Context: an optimization exercise on an open-source flow, tuned for a short achievable clock period and few clock cycles. The choices shown serve that exercise and are no tape-out recipe. The RTL was checked by simulation tests, not by an equivalence proof against the original design.

--- config.mk ---
export PLATFORM = sky130hd
export DESIGN_NAME = v810_core
export DESIGN_NICKNAME = v810_core
export VERILOG_FILES = /design/flow/design.v
export SDC_FILE = /design/flow/constraint.sdc
export NUM_CORES = 4
export LEC_CHECK = 0
export CAP_MARGIN = 20
export CORE_MARGIN = 2
export CORE_UTILIZATION = 40
export SLEW_MARGIN = 20
--- standard.sh ---
#!/bin/bash
# synth_recipe.tcl (not shown) runs the flow's synth.tcl, then flattens the netlist and writes it again
# the make line also repeats each setting of config.mk as NAME=value (left out here)
make -C /OpenROAD-flow-scripts/flow DESIGN_CONFIG=/design/flow/config.mk WORK_HOME=/design/flow/orfs CLKGATE_MAP_FILE= SYNTH_SCRIPT=/design/flow/synth_recipe.tcl "${@:-finish}"
--- design.v ---
package v810_pkg;
    typedef enum logic [3:0] {
        ALU_MOV = 4'b0000,
        ALU_ADD = 4'b0001,
        ALU_SUB = 4'b0010,
        ALU_SHL = 4'b0100,
        ALU_SHR = 4'b0101,
        ALU_SAR = 4'b0111,
        ALU_OR  = 4'b1100,
        ALU_AND = 4'b1101,
        ALU_XOR = 4'b1110,
        ALU_NOT = 4'b1111
    } alu_op_e;
    typedef enum logic [1:0] {
        SRC1_REG,
        SRC1_IMM5,
        SRC1_PC
    } alu_src1_e;
    typedef enum logic [1:0] {
        SRC2_REG,
        SRC2_DISP16,
        SRC2_DISP9
    } alu_src2_e;
    typedef enum logic {
        FETCH_LO,
        FETCH_HI
    } fetch_state_e;
    typedef struct packed {
        logic carry;
        logic over;
        logic sign;
        logic zero;
    } flags_t;
    typedef struct packed {
        logic [32-1:0] pc;
        logic [32-1:0] imm5;
        logic [32-1:0] disp9;
        logic [32-1:0] disp16;
        logic [32-1:0] rd1;
        logic [32-1:0] rd2;
        logic [5-1:0] wa;
        alu_op_e               alu_op;
        alu_src1_e             src1;
        alu_src2_e             src2;
        logic                  branch;
        logic [3:0]            cond;
        logic                  mem_read;
        logic                  mem_write;
        logic [3:0]            flag_mask;
        logic                  reg_write;
        logic                  mem_to_reg;
    } idex_t;
    typedef struct packed {
        logic [32-1:0] result;
        flags_t                flags;
        logic [32-1:0] st_data;
        logic [5-1:0] wa;
        logic                  mem_read;
        logic                  mem_write;
        logic [3:0]            flag_mask;
        logic                  reg_write;
        logic                  mem_to_reg;
    } exmem_t;
endpackage
`timescale 1ns/1ps
module v810_core (
    input  logic                  CLK,
    input  logic                  arst_n,
    output logic [32-1:0] ia,
    input  logic [31:0]           id,
    output logic [32-1:0] da,
    input  logic [32-1:0] dd_i,
    output logic [32-1:0] dd_o,
    output logic                  mrq_n,
    output logic                  rw
);
    function automatic logic cond_z(input logic [3:0] cond);
        cond_z = (cond[2:0] == 3'b010) || (cond[2:0] == 3'b101);
    endfunction
    function automatic logic cond_true(input logic [3:0] cond, input logic [3:0] f);
        logic m;
        case (cond[2:0])
            3'b000:  m = f[2];
            3'b001:  m = f[3];
            3'b010:  m = f[0];
            3'b011:  m = f[3] | f[0];
            3'b100:  m = f[1];
            3'b101:  m = 1'b1;
            3'b110:  m = f[1] ^ f[2];
            default: m = (f[1] ^ f[2]) | f[0];
        endcase
        cond_true = m ^ cond[3];
    endfunction
    function automatic logic [31:1] add_disp(input logic [31:1] base, input logic [7:0] d);
        logic [8:0]  lo;
        logic [22:0] hi, hip, him;
        logic        sp, sm;
        lo  = {1'b0, base[8:1]} + {1'b0, d};
        hi  = base[31:9];
        hip = hi + 23'd1;
        him = hi - 23'd1;
        sp  = lo[8] & !d[7];
        sm  = !lo[8] & d[7];
        add_disp = {({23{sp}} & hip) | ({23{sm}} & him) | ({23{!sp && !sm}} & hi), lo[7:0]};
    endfunction
    logic [31:2] fa;               
    logic        fskip;            
    logic [15:0] q0, q1, q2, q3;   
    logic [2:0]  qcnt;
    logic [31:1] qpc;              
    logic        pred;             
    logic [31:1] btgt;             
    logic        e_we, e_ld, e_cmp, e_br;
    logic [3:0]  e_alu;
    logic [4:0]  e_wa;
    logic [31:0] in1, in2;         
    logic        e_pred;           
    logic [3:0]  e_cond;
    logic [31:1] e_alt;            
    logic [3:0]  psw;              
    logic [31:0] rf [1:31];
    logic        mrq_q, rw_q;
    logic [31:0] da_q, ddo_q;
    logic [31:0] alu_out, wdata;
    logic [3:0]  e_flags;
    logic [32:0] diff;
    logic        redirect_e, e_z;
    assign diff = {1'b0, in2} - {1'b0, in1};
    always_comb begin
        case (e_alu)
            4'b0000: alu_out = in1;
            4'b0001: alu_out = in2 + in1;
            4'b0010: alu_out = diff[31:0];
            4'b0100: alu_out = in2 << in1[4:0];
            4'b0101: alu_out = in2 >> in1[4:0];
            4'b0111: alu_out = $signed(in2) >>> in1[4:0];
            4'b1100: alu_out = in2 | in1;
            4'b1101: alu_out = in2 & in1;
            4'b1110: alu_out = in2 ^ in1;
            4'b1111: alu_out = ~in1;
            default: alu_out = in1;
        endcase
    end
    assign e_flags = {diff[32],
                      (in1[31] != in2[31]) & (in2[31] != diff[31]),
                      diff[31],
                      in2 == in1};
    assign wdata = e_ld ? dd_i : alu_out;
    always_ff @(posedge CLK) begin
        if (e_we)
            rf[e_wa] <= wdata;
    end
    always_ff @(posedge CLK or negedge arst_n) begin
        if (!arst_n)
            psw <= '0;
        else if (e_cmp)
            psw <= e_flags;
    end
    assign e_z = (in2 == in1);
    assign redirect_e = e_br & (cond_true(e_cond, psw) != e_pred);
    assign ia    = {fa, 2'b00};
    assign da    = da_q;
    assign dd_o  = ddo_q;
    assign mrq_n = mrq_q;
    assign rw    = rw_q;
    logic [5:0]  op;
    logic        d_ins32, d_avail, d_ld, d_st, d_br, d_cmp, d_alu, d_imm;
    logic [4:0]  ra1, ra2;
    logic [31:0] rd1, rd2;
    logic        fwd1, fwd2;
    logic        stall, go, issue, act, redirect_d, br_to_e, d_late;
    logic [1:0]  c;
    logic [31:1] qpc1, qpc2;
    assign op  = q0[15:10];
    assign ra1 = q0[4:0];
    assign ra2 = q0[9:5];
    assign d_ins32 = op[5] & op[4];
    assign d_ld    = (op[5:2] == 4'b1100);
    assign d_st    = (op[5:2] == 4'b1101);
    assign d_br    = (op[5:3] == 3'b100);
    assign d_cmp   = !op[5] && !op[3] && (op[2:0] == 3'b011);
    assign d_alu   = !op[5] && !d_cmp;
    assign d_imm   = op[4];
    assign rd1 = (ra1 == 5'd0) ? 32'd0 : rf[ra1];
    assign rd2 = (ra2 == 5'd0) ? 32'd0 : rf[ra2];
    assign fwd1 = e_we && (e_wa == ra1);
    assign fwd2 = e_we && (e_wa == ra2);
    assign qpc1 = qpc + 31'd1;
    assign qpc2 = qpc + 31'd2;
    assign d_avail = (qcnt != 3'd0) && (!d_ins32 || qcnt >= 3'd2);
    assign stall   = (d_ld | d_st) & fwd1;
    assign go      = d_avail & !stall;
    assign issue   = go & !d_br & !redirect_e;
    assign c       = !go ? 2'd0 : d_ins32 ? 2'd2 : 2'd1;
    assign d_late     = e_cmp & !cond_z(q0[12:9]);
    assign act        = cond_true(q0[12:9], e_cmp ? {3'b000, e_z} : psw);
    assign redirect_d = d_avail & d_br & !d_late & (act != pred) & !redirect_e;
    assign br_to_e    = d_avail & d_br & d_late & !redirect_e;
    always_ff @(posedge CLK or negedge arst_n) begin
        if (!arst_n) begin
            e_we  <= 1'b0;
            e_ld  <= 1'b0;
            e_cmp <= 1'b0;
            e_br  <= 1'b0;
            mrq_q <= 1'b1;
            rw_q  <= 1'b1;
        end else begin
            e_we  <= issue & (d_alu | d_ld) & (ra2 != 5'd0);
            e_ld  <= issue & d_ld;
            e_cmp <= issue & d_cmp;
            e_br  <= br_to_e;
            mrq_q <= !(issue & (d_ld | d_st));
            rw_q  <= !(issue & d_st);
        end
    end
    always_ff @(posedge CLK) begin
        e_alu  <= op[3:0];
        e_wa   <= ra2;
        in1    <= d_imm ? {{27{q0[4]}}, q0[4:0]} : fwd1 ? wdata : rd1;
        in2    <= fwd2 ? wdata : rd2;
        da_q   <= rd1 + {{16{q1[15]}}, q1};
        ddo_q  <= fwd2 ? wdata : rd2;
        e_pred <= pred;
        e_cond <= q0[12:9];
        e_alt  <= pred ? qpc1 : btgt;
    end
    logic [2:0]  r, cnt_n;
    logic        accept;
    logic [15:0] s0, s1, s2, s3;   
    logic [15:0] h0;               
    logic [15:0] n0;               
    logic [31:1] pc_n, tgt_n, redir_pc;
    logic        n_br, n_ex, pt;
    logic [31:1] t_pk, t_h0, t_q1, t_h1, t_q2, t_h2;
    assign r      = qcnt - {1'b0, c};
    assign accept = (r <= 3'd2);
    assign h0     = fskip ? id[31:16] : id[15:0];
    assign cnt_n  = !accept ? r : fskip ? r + 3'd1 : r + 3'd2;
    always_comb begin
        case (c)
            2'd0:    {s0, s1, s2, s3} = {q0, q1, q2, q3};
            2'd1:    {s0, s1, s2, s3} = {q1, q2, q3, 16'h0};
            default: {s0, s1, s2, s3} = {q2, q3, 16'h0, 16'h0};
        endcase
    end
    assign redir_pc = redirect_e ? e_alt : pred ? qpc1 : btgt;
    assign t_pk = add_disp(btgt, h0[8:1]);
    assign t_h0 = add_disp(qpc,  h0[8:1]);
    assign t_q1 = add_disp(qpc1, q1[8:1]);
    assign t_h1 = add_disp(qpc1, h0[8:1]);
    assign t_q2 = add_disp(qpc2, q2[8:1]);
    assign t_h2 = add_disp(qpc2, h0[8:1]);
    always_comb begin
        if (pred) begin                  
            n0 = h0;  tgt_n = t_pk;
        end else case (c)
            2'd0:    if (qcnt != 3'd0) begin n0 = q0; tgt_n = btgt; end
                     else              begin n0 = h0; tgt_n = t_h0; end
            2'd1:    if (qcnt >= 3'd2) begin n0 = q1; tgt_n = t_q1; end
                     else              begin n0 = h0; tgt_n = t_h1; end
            default: if (qcnt >= 3'd3) begin n0 = q2; tgt_n = t_q2; end
                     else              begin n0 = h0; tgt_n = t_h2; end
        endcase
    end
    assign pc_n = pred ? btgt : qpc + {29'd0, c};
    assign n_br = (cnt_n != 3'd0) && (n0[15:13] == 3'b100);
    assign n_ex = !(issue & d_cmp) & (!e_cmp | cond_z(n0[12:9]));
    assign pt   = n_br & (n_ex ? cond_true(n0[12:9], e_cmp ? {3'b000, e_z} : psw) : n0[8]);
    always_ff @(posedge CLK or negedge arst_n) begin
        if (!arst_n) begin
            fa    <= '0;
            fskip <= 1'b0;
            qcnt  <= '0;
            qpc   <= '0;
            pred  <= 1'b0;
        end else if (redirect_e || redirect_d) begin
            fa    <= redir_pc[31:2];
            fskip <= redir_pc[1];
            qcnt  <= '0;
            qpc   <= redir_pc;
            pred  <= 1'b0;
        end else begin
            qpc  <= pc_n;
            pred <= pt;
            if (pt) begin
                fa    <= tgt_n[31:2];
                fskip <= tgt_n[1];
                qcnt  <= 3'd1;
            end else begin
                if (accept) begin
                    fa    <= fa + 30'd1;
                    fskip <= 1'b0;
                end
                qcnt <= cnt_n;
            end
        end
    end
    always_ff @(posedge CLK) begin
        btgt <= tgt_n;
        q0 <= n0;
        q1 <= (r == 3'd0) ? id[31:16] : (r == 3'd1) ? h0 : s1;
        q2 <= (r == 3'd1) ? id[31:16] : (r == 3'd2) ? h0 : s2;
        q3 <= (r == 3'd2) ? id[31:16] : s3;
    end
endmodule
--- flow/run.sh ---
#!/bin/bash
set -euo pipefail
bash standard.sh SETUP_SLACK_MARGIN=6 TNS_END_PERCENT=20 SKIP_GATE_CLONING=1 finish > standard.log 2>&1
--- constraint.sdc ---
create_clock -name core_clock -period 10.0 [get_ports {CLK}]
set_input_delay 2.0000 -clock core_clock [delete_from_list [all_inputs] [get_ports {CLK}]]
set_output_delay 2.0000 -clock core_clock [all_outputs]
set_load 0.01 [all_outputs]
==> impl_metrics.tcl, run 1 <==
set metrics [dict create \
    cts.path.max_buffers 3 \
    grt_usage 0.3136 \
    dp_worst_setup_slack_ns 2.693 \
    drive_above_1_share 0.2742 \
    worstPathRequired_ns 10.72 \
    dpl.hpwl_um 209400 \
    tritoncts "yes" \
    cts-root-buf "clkbuf_16" \
    period_needed_ns 5.125 \
    ys.flop_type "edfxtp_1" \
    cp-start-kind "input pin" \
    crit_path_top_delay_cell "fa_2" \
    synthCells 6959 \
    r2r-start "qpc[1]" \
    overflow 0 \
    grt_first_pass_wirelength_um 467000 \
    wl_per_cell_um 33.04 \
    crit_type "in2reg" \
    globalRouteMet1Util 0.4082 \
    ys.warnings.count 1 \
    worstMarginPinSlew_ns 1.162 \
    synth_cell_types 107 \
    fillers 17380 \
    synth_edf_count 1048 \
    ys_seq_area_frac 0.4585 \
    fin_worst_skew_ns 0.08397 \
    htree_levels 4 \
    wl_um 333200 \
    insertion_delay_ns 0.84 \
    hold_depth 2 \
    finalCritPeriodShare 0.5125 \
    hold_start "e_alt[25]" \
    start_util 0.4034 \
    synthTopCellsByArea "edfxtp_1, mux4_2, dfxtp_1, ha_1, a21oi_1" \
    fp.dieW_um 453.2 \
    synth_top_area_cell "edfxtp_1" \
    rows 164 \
    synth_top_area_share 0.3900 \
    maxSlewHeadroom 0.2180 \
    synth.most_common_cell "edfxtp_1" \
    routabilityCongestion 1.008 \
    antenna_found_initial 14 \
    tritoncts.num_buffers 143 \
    grt_max_degree 135 \
    fin_tns_setup_ns 0 \
    io-pin-count 164 \
    syn_area_sq_um 80700 \
    die-height_um 453.2 \
    portBuffers 161 \
    die_area_sq_um 205400 \
    critPathCaptureType "register" \
    max_stage_delay_ns 0.35 \
    regToRegSetupSlack_ns 5.01 \
    synthArstFlopShare 0.05824 \
    drt_pass1_iterations 8 \
    cp.arrival_ns 5.85 \
    cts_sinks 1305 \
    avgViaCountPerCell 6.695 \
    finalNetCount 7589 \
    drt_iter0_markers 9448 \
    synth_commonest_cells "edfxtp_1, nor2_1, mux4_2, a21oi_1, nand2_1" \
    hp-class "reg2reg" \
    area_growth_pct 21.35 \
    cap_viol_max_count 0 \
    clk_pin_slew_ns 0.06 \
    holdPathEnd "qpc[25]" \
    grt-busiest-layer "met2" \
    worst-path-max-fanout 6 \
    gr-usage-met2 0.4777 \
    path_cells "buf_6, mux2_4, ha_4, fa_2, nand2_1, nand2_1, a21oi_2, o21bai_1, a21oi_2, nor2b_1, o21ai_1, nand2b_1, ha_4, buf_6, buf_6, a21o_1, a222oi_1, nor2_1, a211oi_2, o311ai_4, nand3_2, a21oi_2, o22a_1" \
    status "finished clean" \
    finalHoldViolCount 0 \
    gr-usage-met3 0.07376 \
    reg2reg_depth 21 \
    reg2reg_to "fa[9]" \
    finalSetupViolCount 0 \
    core_area_sq_um 200100 \
    fin_ws_ns 4.875 \
    first_global_vias 64680 \
    post-route-drc-count 0 \
    finalMaxSlewViolations 0 \
    vias 67530 \
    detail-route-antenna-nets 0 \
    rsz0062_at_grt "yes" \
    max_freq_ghz 0.1951 \
    ys_ff_latch 1305 \
    syn_area_per_cell_sq_um 11.60 \
]
layer usage:
layer  share of wire  wire length (um)  up-vias
met1            0.37            124900    34130
met2            0.45            148800     4498
met5         0.00019                63        -
met3            0.11             36350      961
met4           0.069             23020       10
li1                -                 -    27930
kinds of logic after synthesis:
group	count (synthesis)	share of synthesized area
simple gates	1880	0.1102
other cells	1	0.00004647
flops	1305	0.4585
buf+inv	765	0.03625
mux	815	0.1926
fa+ha+maj	217	0.03467
compound gates	1710	0.1388
xor+xnor	266	0.02896
through the flow:
stage | cell area, sq um | util | instances | hold WS, ns
floorplan | 81800 | - | 6960 | 0.3290
global placement | 85950 | 0.4296 | 9425 | 0.4291
detailed placement | 85950 | 0.4296 | 9425 | 0.4385
CTS | 95730 | 0.4785 | 9963 | 0.4594
global route | 97930 | 0.4895 | 10090 | 0.4925
finish | 97930 | 0.4895 | 10090 | 0.4595
how the worst max path moves through the flow:
stage,start,endpoint,slack (ns),cells after the start
floorplan,id[1],fa[27],4.70,19
global placement,id[24],fa[17],2.59,19
detailed placement,id[24],fa[17],2.69,19
CTS,id[1],fa[9],4.97,22
global route,id[1],fa[20],4.72,23
finish,id[1],fa[20],4.88,23
critical path, delay by kind of cell:
family / cells / cell delay (ns)
fa+ha+maj: 3 / 0.85
compound gates: 10 / 1.77
mux: 1 / 0.33
buf+inv: 3 / 0.32
simple gates: 6 / 0.57
final cells by class:
| class | instances | area [sq um] | share of cell area |
|---|---|---|---|
| antenna | 12 | 30.03 | 0.0003067 |
| clock buffer | 188 | 3821 | 0.03902 |
| clock inverter | 69 | 820.8 | 0.008382 |
| inverter | 214 | 924.6 | 0.009442 |
| multi-input combinational | 4890 | 44270 | 0.4521 |
| sequential | 1305 | 37100 | 0.3788 |
| tap | 2656 | 3323 | 0.03394 |
| timing repair buffer | 752 | 7637 | 0.07799 |
flip-flops by register name, indices dropped and copies added, names as in the netlist, 4 cells and up, named ones only:
| name | count |
|---|---|
| in1 | 32 |
| q2 | 16 |
| rf | 992 |
| fa | 30 |
| q1 | 16 |
| e_alt | 31 |
| psw | 4 |
| q3 | 16 |
| in2 | 32 |
| e_wa | 4 |
| q0 | 16 |
| qpc | 31 |
| da_q | 32 |
| btgt | 31 |
placed cells by master (no fill, tap or decap), types with 67 or more instances in the layout:
cell and n:
buf_4 414, mux4_2 587, xnor2_1 154, nor3_1 117, dfxtp_1 150, clkdlybuf4s50_1 145
inv_1 176, buf_6 73, edfxtp_1 1048, ha_1 156, mux2i_1 175, nand4_1 73
o21ai_0 290, nand2_1 445, a21oi_1 441, xor2_1 96, nand3_1 142, clkbuf_16 145
a211oi_1 109, nand2b_1 67, nor2_1 557
timing repair:
action                                   CTS  global route
hold buffers                               0             0
pin swaps                                169           153
gates resized for setup                  592           261
endpoints found under the setup margin  1263          1118
setup buffers                            281           111
Testbench counts, summed over its fixed seeds: cycles 131,246.
==> run 2: changes to the inputs <==
--- a/design.v
+++ b/design.v
@@ -115,4 +115,6 @@
     logic [4:0]  e_wa;
     logic [31:0] in1, in2;         
+    logic [4:0]  e_sa;
+    logic [31:0] e_sb, e_c1, e_c2;
     logic        e_pred;           
     logic [3:0]  e_cond;
@@ -126,13 +128,13 @@
     logic [32:0] diff;
     logic        redirect_e, e_z;
-    assign diff = {1'b0, in2} - {1'b0, in1};
+    assign diff = {1'b0, e_c2} - {1'b0, e_c1};
     always_comb begin
         case (e_alu)
             4'b0000: alu_out = in1;
             4'b0001: alu_out = in2 + in1;
-            4'b0010: alu_out = diff[31:0];
-            4'b0100: alu_out = in2 << in1[4:0];
-            4'b0101: alu_out = in2 >> in1[4:0];
-            4'b0111: alu_out = $signed(in2) >>> in1[4:0];
+            4'b0010: alu_out = in2 - in1;
+            4'b0100: alu_out = e_sb << e_sa;
+            4'b0101: alu_out = e_sb >> e_sa;
+            4'b0111: alu_out = $signed(e_sb) >>> e_sa;
             4'b1100: alu_out = in2 | in1;
             4'b1101: alu_out = in2 & in1;
@@ -143,7 +145,7 @@
     end
     assign e_flags = {diff[32],
-                      (in1[31] != in2[31]) & (in2[31] != diff[31]),
+                      (e_c1[31] != e_c2[31]) & (e_c2[31] != diff[31]),
                       diff[31],
-                      in2 == in1};
+                      e_c2 == e_c1};
     assign wdata = e_ld ? dd_i : alu_out;
     always_ff @(posedge CLK) begin
@@ -157,5 +159,5 @@
             psw <= e_flags;
     end
-    assign e_z = (in2 == in1);
+    assign e_z = (e_c2 == e_c1);
     assign redirect_e = e_br & (cond_true(e_cond, psw) != e_pred);
     assign ia    = {fa, 2'b00};
@@ -214,9 +216,18 @@
         end
     end
+    logic [31:0] d_in1, d_in2;
+    logic        d_sh;
+    assign d_in1 = d_imm ? {{27{q0[4]}}, q0[4:0]} : fwd1 ? wdata : rd1;
+    assign d_in2 = fwd2 ? wdata : rd2;
+    assign d_sh  = d_alu && (op[3:2] == 2'b01);      
     always_ff @(posedge CLK) begin
         e_alu  <= op[3:0];
         e_wa   <= ra2;
-        in1    <= d_imm ? {{27{q0[4]}}, q0[4:0]} : fwd1 ? wdata : rd1;
-        in2    <= fwd2 ? wdata : rd2;
+        in1    <= d_in1;
+        in2    <= d_in2;
+        e_sa   <= d_sh ? d_in1[4:0] : 5'd0;
+        e_sb   <= d_sh ? d_in2 : 32'd0;
+        e_c1   <= d_cmp ? d_in1 : 32'd0;
+        e_c2   <= d_cmp ? d_in2 : 32'd0;
         da_q   <= rd1 + {{16{q1[15]}}, q1};
         ddo_q  <= fwd2 ? wdata : rd2;
@@ -245,10 +256,10 @@
     end
     assign redir_pc = redirect_e ? e_alt : pred ? qpc1 : btgt;
-    assign t_pk = add_disp(btgt, h0[8:1]);
-    assign t_h0 = add_disp(qpc,  h0[8:1]);
+    assign t_h0 = fskip ? add_disp({fa, 1'b1}, id[24:17]) : add_disp({fa, 1'b0}, id[8:1]);
+    assign t_pk = t_h0;
+    assign t_h1 = t_h0;
+    assign t_h2 = t_h0;
     assign t_q1 = add_disp(qpc1, q1[8:1]);
-    assign t_h1 = add_disp(qpc1, h0[8:1]);
     assign t_q2 = add_disp(qpc2, q2[8:1]);
-    assign t_h2 = add_disp(qpc2, h0[8:1]);
     always_comb begin
         if (pred) begin                  
==> run 2 against run 1 <==
Still clean. Synthesized area grew 0.54%. Routed wire length grew 0.10%. Register-to-register slack gained 0.03 ns. Clock-buffer cell count grew 20. Critical path type is now reg2reg. Critical endpoint is now da_q[31]. Largest cell class unchanged.
==> impl_metrics.tcl, run 2 <==
set metrics [dict create \
    fin_cells 9939 \
    syn_area_sq_um 81140 \
    holdPathEnd "qpc[5]" \
    core_area_sq_um 201900 \
    htree_levels 4 \
    maxSlewHeadroom 0.2008 \
    top_register "rf" \
    reg2reg_depth 17 \
    fin_tns_setup_ns 0 \
    finalCritPeriodShare 0.4963 \
    finalSetupViolCount 0 \
    worstPathRequired_ns 10.70 \
    wl_um 333500 \
    grt_first_pass_wirelength_um 462600 \
    first_global_vias 62820 \
    fp.dieW_um 454.4 \
    postCtsHoldBufs 0 \
    overflow 0 \
    regToRegSetupSlack_ns 5.04 \
    cp.arrival_ns 5.66 \
    grt_max_degree 117 \
    clk_pin_slew_ns 0.06 \
    cts_sinks 1406 \
    wl_met1_um 119100 \
    rows 165 \
    routabilityCongestion 1.027 \
    hold_depth 2 \
    final_common_cell "edfxtp_1" \
    insertion_delay_ns 0.85 \
    finalNetCount 7415 \
    finalHoldViolCount 0 \
    detail-route-antenna-nets 0 \
    wl_per_cell_um 33.56 \
    synth_top_area_cell "edfxtp_1" \
    synth_edf_count 1048 \
    synth_top_area_share 0.3879 \
    placed_cell_area_sq_um 86560 \
    worstMarginPinSlew_ns 1.199 \
    critPathCaptureType "register" \
    fillers 17240 \
    post-route-drc-count 0 \
    reg2reg_to "da_q[31]" \
    synth.most_common_cell "edfxtp_1" \
    ys_seq_area_frac 0.4809 \
    tritoncts.num_buffers 152 \
    synth_commonest_cells "edfxtp_1, mux4_2, nor2_1, a21oi_1, nand2_1" \
    cp-start-kind "register" \
    die_area_sq_um 206500 \
    synthCells 6717 \
    cap_viol_max_count 0 \
    route.met2.wl_um 151200 \
    max_freq_ghz 0.2015 \
    tritoncts "yes" \
    drt_iter0_markers 9771 \
    dp_cells 9226 \
    ff_latch_area_sq_um 39130 \
    antenna_found_initial 22 \
    ys.warnings.count 1 \
    top_layer_used "met5" \
    multi_input_area_sq_um 43120 \
    die-height_um 454.4 \
    largest_reg_flops 992 \
    holdWs_ns 0.4747 \
    syn_area_per_cell_sq_um 12.08 \
    cts-root-buf "clkbuf_16" \
    hold_start "e_alt[5]" \
    rsz0062_at_grt "yes" \
    hp-class "reg2reg" \
    route.met3.wl_um 37930 \
    synthTopCellsByArea "edfxtp_1, mux4_2, dfxtp_1, ha_1, a21oi_1" \
    ys_ff_latch 1406 \
    grt_usage 0.3117 \
    crit_type "reg2reg" \
    start_util 0.4019 \
    period_needed_ns 4.963 \
    synth_cell_types 99 \
    postLayoutCellArea_sq_um 99930 \
    cts.path.max_buffers 3 \
    area_growth_pct 23.16 \
    vias 66450 \
    fin_worst_skew_ns 0.05497 \
    ys.flop_type "edfxtp_1" \
    synthArstFlopShare 0.05405 \
    avgViaCountPerCell 6.686 \
    worst-path-max-fanout 20 \
    portBuffers 161 \
    finalMaxSlewViolations 0 \
    io-pin-count 164 \
    drive_above_1_share 0.2875 \
    status "finished clean" \
    drt_pass1_iterations 11 \
    dpl.hpwl_um 200500 \
    layout_common_cells "edfxtp_1, mux4_2, nor2_1" \
]
run 2: logic make-up after synthesis:
group           count (synthesis)  share of synthesized area
mux                           829                     0.1958
other cells                     1                 0.00004622
fa+ha+maj                     222                    0.03497
simple gates                 1681                    0.09895
flops                        1406                     0.4809
compound gates               1529                     0.1211
xor+xnor                      304                    0.03282
buf+inv                       745                    0.03533
run 2: per-layer routing:
metal | track usage | up-vias
met3 | 0.07477 | 1090
li1 | - | 26990
met1 | 0.3915 | 33680
met2 | 0.4843 | 4688
met4 | 0.1966 | 10
met5 | 0 | -
run 2: worst max-delay path, cell delays in order (launching register included):
cell and delay (ns):
dfxtp_4 0.41, buf_12 0.14, buf_16 0.13, buf_4 0.15, buf_12 0.21, mux4_2 0.53
mux4_2 0.51, mux2i_1 0.76, nor2_1 0.11, ha_1 0.49, a21oi_1 0.16, nor2b_1 0.19
a311oi_4 0.39, o21ai_2 0.11, a31oi_2 0.22, o21a_1 0.14, nor2_1 0.05, xnor2_1 0.11
run 2: worst max-delay path by stage:
| stage | start | to | slack (ns) | cells after the start |
|---|---|---|---|---|
| floorplan | id[17] | fa[22] | 4.93 | 18 |
| detailed placement | qcnt[2] | fa[11] | 3.33 | 19 |
| global route | register | da_q[30] | 4.96 | 22 |
| finish | register | da_q[31] | 5.04 | 17 |
| CTS | id[18] | fa[22] | 5.12 | 20 |
| global placement | qcnt[0] | fa[11] | 3.45 | 19 |
run 2: area by class of cell:
class,count,area share
sequential,1406,0.3915
clock buffer,208,0.04198
inverter,248,0.01038
multi-input combinational,4567,0.4315
antenna,16,0.0004007
timing repair buffer,752,0.08142
tap,2672,0.03345
clock inverter,70,0.009328
run 2: what timing repair did:
action                      CTS  global route
pin swaps                   262           130
resized for setup           699           228
hold endpoints to repair      0             0
setup buffers               309           110
setup endpoints to repair  1396          1097
cloned                        0             0
run 2: per-stage QoR:
stage / worst slack, ns / utilization
floorplan: 4.928 / -
global placement: 3.452 / 0.4285
detailed placement: 3.334 / 0.4287
CTS: 5.121 / 0.4842
global route: 4.960 / 0.4948
finish: 5.037 / 0.4949
Testbench counts of run 2, summed over its fixed seeds: cycles 131,246.
==> run 3: changes to the inputs <==
--- a/design.v
+++ b/design.v
@@ -184,6 +184,13 @@
     assign d_alu   = !op[5] && !d_cmp;
     assign d_imm   = op[4];
-    assign rd1 = (ra1 == 5'd0) ? 32'd0 : rf[ra1];
-    assign rd2 = (ra2 == 5'd0) ? 32'd0 : rf[ra2];
+    logic [31:0] sel1, sel2;
+    always_comb begin
+        rd1 = '0;
+        rd2 = '0;
+        for (int i = 1; i < 32; i++) begin
+            rd1 = rd1 | ({32{sel1[i]}} & rf[i]);
+            rd2 = rd2 | ({32{sel2[i]}} & rf[i]);
+        end
+    end
     assign fwd1 = e_we && (e_wa == ra1);
     assign fwd2 = e_we && (e_wa == ra2);
@@ -310,4 +317,6 @@
         btgt <= tgt_n;
         q0 <= n0;
+        sel1 <= 32'd1 << n0[4:0];
+        sel2 <= 32'd1 << n0[9:5];
         q1 <= (r == 3'd0) ? id[31:16] : (r == 3'd1) ? h0 : s1;
         q2 <= (r == 3'd1) ? id[31:16] : (r == 3'd2) ? h0 : s2;
==> run 3 against run 2 <==
Clock-buffer cell count rose by 2. Sequential cell count up 57. Global-route usage grew 6.8 points. Worst setup slack improved by 0.35 ns. Critical endpoint is now fa[31]. Highest routed layer unchanged.
==> impl_metrics.tcl, run 3 <==
set metrics [dict create \
    synthArstFlopShare 0.05195 \
    top_register "rf" \
    finalNetCount 7986 \
    status "finished clean" \
    tritoncts "yes" \
    fin_tns_setup_ns 0 \
    yosys-mux-area-fraction 0.03052 \
    holdWs_ns 0.3866 \
    period_needed_ns 4.618 \
    hp-class "reg2reg" \
    cts.path.max_buffers 3 \
    tritoncts.num_buffers 158 \
    regToRegSetupSlack_ns 5.38 \
    drive_above_1_share 0.2070 \
    portBuffers 161 \
    maxSlewHeadroom 0.1710 \
    dpl.hpwl_um 226800 \
    rows 161 \
    overflow 0 \
    fin_ws_ns 5.382 \
    wl_um 396500 \
    synth_top_area_share 0.4022 \
    insertion_delay_ns 0.90 \
    drt_iter0_markers 15860 \
    vias 75600 \
    synth.most_common_cell "edfxtp_1" \
    finalHoldViolCount 0 \
    synth_top_area_cell "edfxtp_1" \
    placed_cell_area_sq_um 82750 \
    postLayoutCellArea_sq_um 96040 \
    syn_area_per_cell_sq_um 10.65 \
    crit_type "reg2reg" \
    wl_per_cell_um 38.23 \
    synthSimpleGateAreaFrac 0.1285 \
    worstMarginPinSlew_ns 1.244 \
    die-height_um 444.6 \
    post-route-drc-count 0 \
    synth_edf_count 1040 \
    detail-route-antenna-nets 0 \
    routabilityCongestion 1.003 \
    synth_fa_ha_area_frac 0.03671 \
    worst-path-max-fanout 12 \
    synthTopCellsByArea "edfxtp_1, dfxtp_1, a22oi_1, ha_1, a221oi_1" \
    grt_max_degree 84 \
    rsz0062_at_grt "yes" \
    dp_cells 9645 \
    fin_cells 10370 \
    finalMaxSlewViolations 0 \
    die_area_sq_um 197700 \
    grt_usage 0.3796 \
    avgViaCountPerCell 7.291 \
    layout_common_cells "edfxtp_1, nor2_1, nand2_1" \
    cts_sinks 1463 \
    postCtsHoldBufs 0 \
    post-route-util 0.4982 \
    max_freq_ghz 0.2166 \
    synth-compound-area-share 0.2197 \
    clk_pin_slew_ns 0.07 \
    critPathCaptureType "register" \
    synth_top_family_by_area "compound AO/OA/AOI/OAI gates" \
    fin_worst_skew_ns 0.1114 \
    first_global_vias 68670 \
    ys_ff_latch 1463 \
    ys_seq_area_frac 0.5162 \
    start_util 0.4028 \
    synthCells 7289 \
    cp.arrival_ns 5.27 \
    final_common_cell "edfxtp_1" \
    antenna_found_initial 18 \
    finalCritPeriodShare 0.4618 \
    ys.flop_type "edfxtp_1" \
    cp-start-kind "register" \
    drt_pass1_iterations 13 \
    largest_reg_flops 992 \
    ys.warnings.count 1 \
    cap_viol_max_count 0 \
    synthXorXnorAreaFrac 0.03089 \
    grt_first_pass_wirelength_um 534400 \
    fp.dieW_um 444.6 \
    worstPathRequired_ns 10.66 \
    synth_commonest_cells "edfxtp_1, nor2_1, nand2_1, a22oi_1, clkbuf_1" \
    io-pin-count 164 \
    cts-root-buf "clkbuf_16" \
    htree_levels 4 \
    area_growth_pct 23.69 \
    dp_worst_setup_slack_ns 3.603 \
    finalSetupViolCount 0 \
    core_area_sq_um 192800 \
    syn_area_sq_um 77650 \
    synth_cell_types 107 \
]
run 3: cell types whose count changed in the layout (fill, tap and decap cells not counted), sizes merged, moves of 83 or more:
cell    previous run  this run
nand3            122       225
a221oi            52       295
mux2i            198        95
a22o              13       259
mux4             604        49
nand4             63       161
a22oi             36       430
a21oi            481       398
run 3: final cells by class:
class / count / area, sq um
timing repair buffer: 761 / 7863
antenna: 22 / 55.05
clock buffer: 210 / 4250
tap: 2526 / 3161
sequential: 1463 / 40300
multi-input combinational: 5072 / 38520
inverter: 241 / 944.7
fill: 16860 / 96740
clock inverter: 75 / 945.9
run 3: worst max-delay path: stages, from the launching register on:
cell	delay, ns
dfrtp_2	0.48
buf_12	0.14
ha_4	0.18
nand4_1	0.15
buf_4	0.22
or3_4	0.47
or3_1	0.36
a2bb2o_1	0.32
or4b_4	0.51
or4_1	0.55
a31oi_2	0.21
a21oi_1	0.12
nor3_2	0.24
nor4_2	0.07
o22ai_2	0.29
a21oi_1	0.11
run 3: worst paths after layout:
path | start | to | cells after the start
max reg2reg | qpc[2] | fa[31] | 15
min reg2reg | q0[5] | e_wa[0] | 0
min in group asynchronous | arst_n | qpc[6] | 1
max | qpc[2] | fa[31] | 15
min | q0[5] | e_wa[0] | 0
max in group asynchronous | arst_n | e_ld | 2
run 3: metal layers:
metal / routed length, um / share of wire / GRT usage
met4: 31380 / 0.079 / 0.2208
met1: 138000 / 0.35 / 0.4879
met2: 155900 / 0.39 / 0.5239
met5: 799 / 0.0020 / 0.01221
met3: 70380 / 0.18 / 0.1683
run 3: cells by family (layout without fill, tap and decap cells):
kind of cell | after synthesis | count (layout)
XOR/XNOR | 273 | 273
adder cells (fa/ha/maj) | 223 | 223
flip-flops | 1463 | 1463
AND/OR/NAND/NOR | 2046 | 2046
AO/OA/AOI/OAI | 2356 | 2356
buffers and inverters | 755 | 1287
multiplexers | 172 | 172
other | 1 | 24
run 3: timing repair:
action | 4_1_cts | 5_1_grt
gates resized for setup | 742 | 263
buffers inserted | 272 | 145
setup endpoints to repair | 1378 | 980
pin swaps | 206 | 196
gates cloned | 0 | 0
Testbench counts of run 3, summed over its fixed seeds: cycles 131,246.

[re-timing with driven ports]
The flow's constraints put no driver on any port. The routed layouts listed below were extracted and timed again, unchanged, in two steps.
Step 1 assumes that a clkbuf_16 drives the clock port and a buf_2 every other input.
Step 2, shift: input delay + t, output delay - t, t = (earliest + latest rising clock arrival at the registers) / 2. This alone moves slack from input paths to output paths.
a / b / c = ideal ports / drivers / drivers and shift; a / b = the first two.
run	shift t [ns]	slack for setup (ns)	hold WS [ns]	slew at the worst register clock pin (ns)	cell pins on the clock port's net
run 1	0.891	4.875 / 4.920 / 4.029	0.459 / 0.459 / 0.459	0.07 / 0.07	1
run 2	0.912	5.037 / 5.037 / 4.315	0.475 / 0.475 / 0.475	0.07 / 0.07	1
run 3	0.926	5.382 / 5.382 / 4.505	0.387 / 0.387 / 0.387	0.07 / 0.07	1
After both steps every run listed still meets setup and hold. For run 3, which loses most, drivers alone change the setup slack by 0.000 ns; drivers and shift together by -0.877 ns.
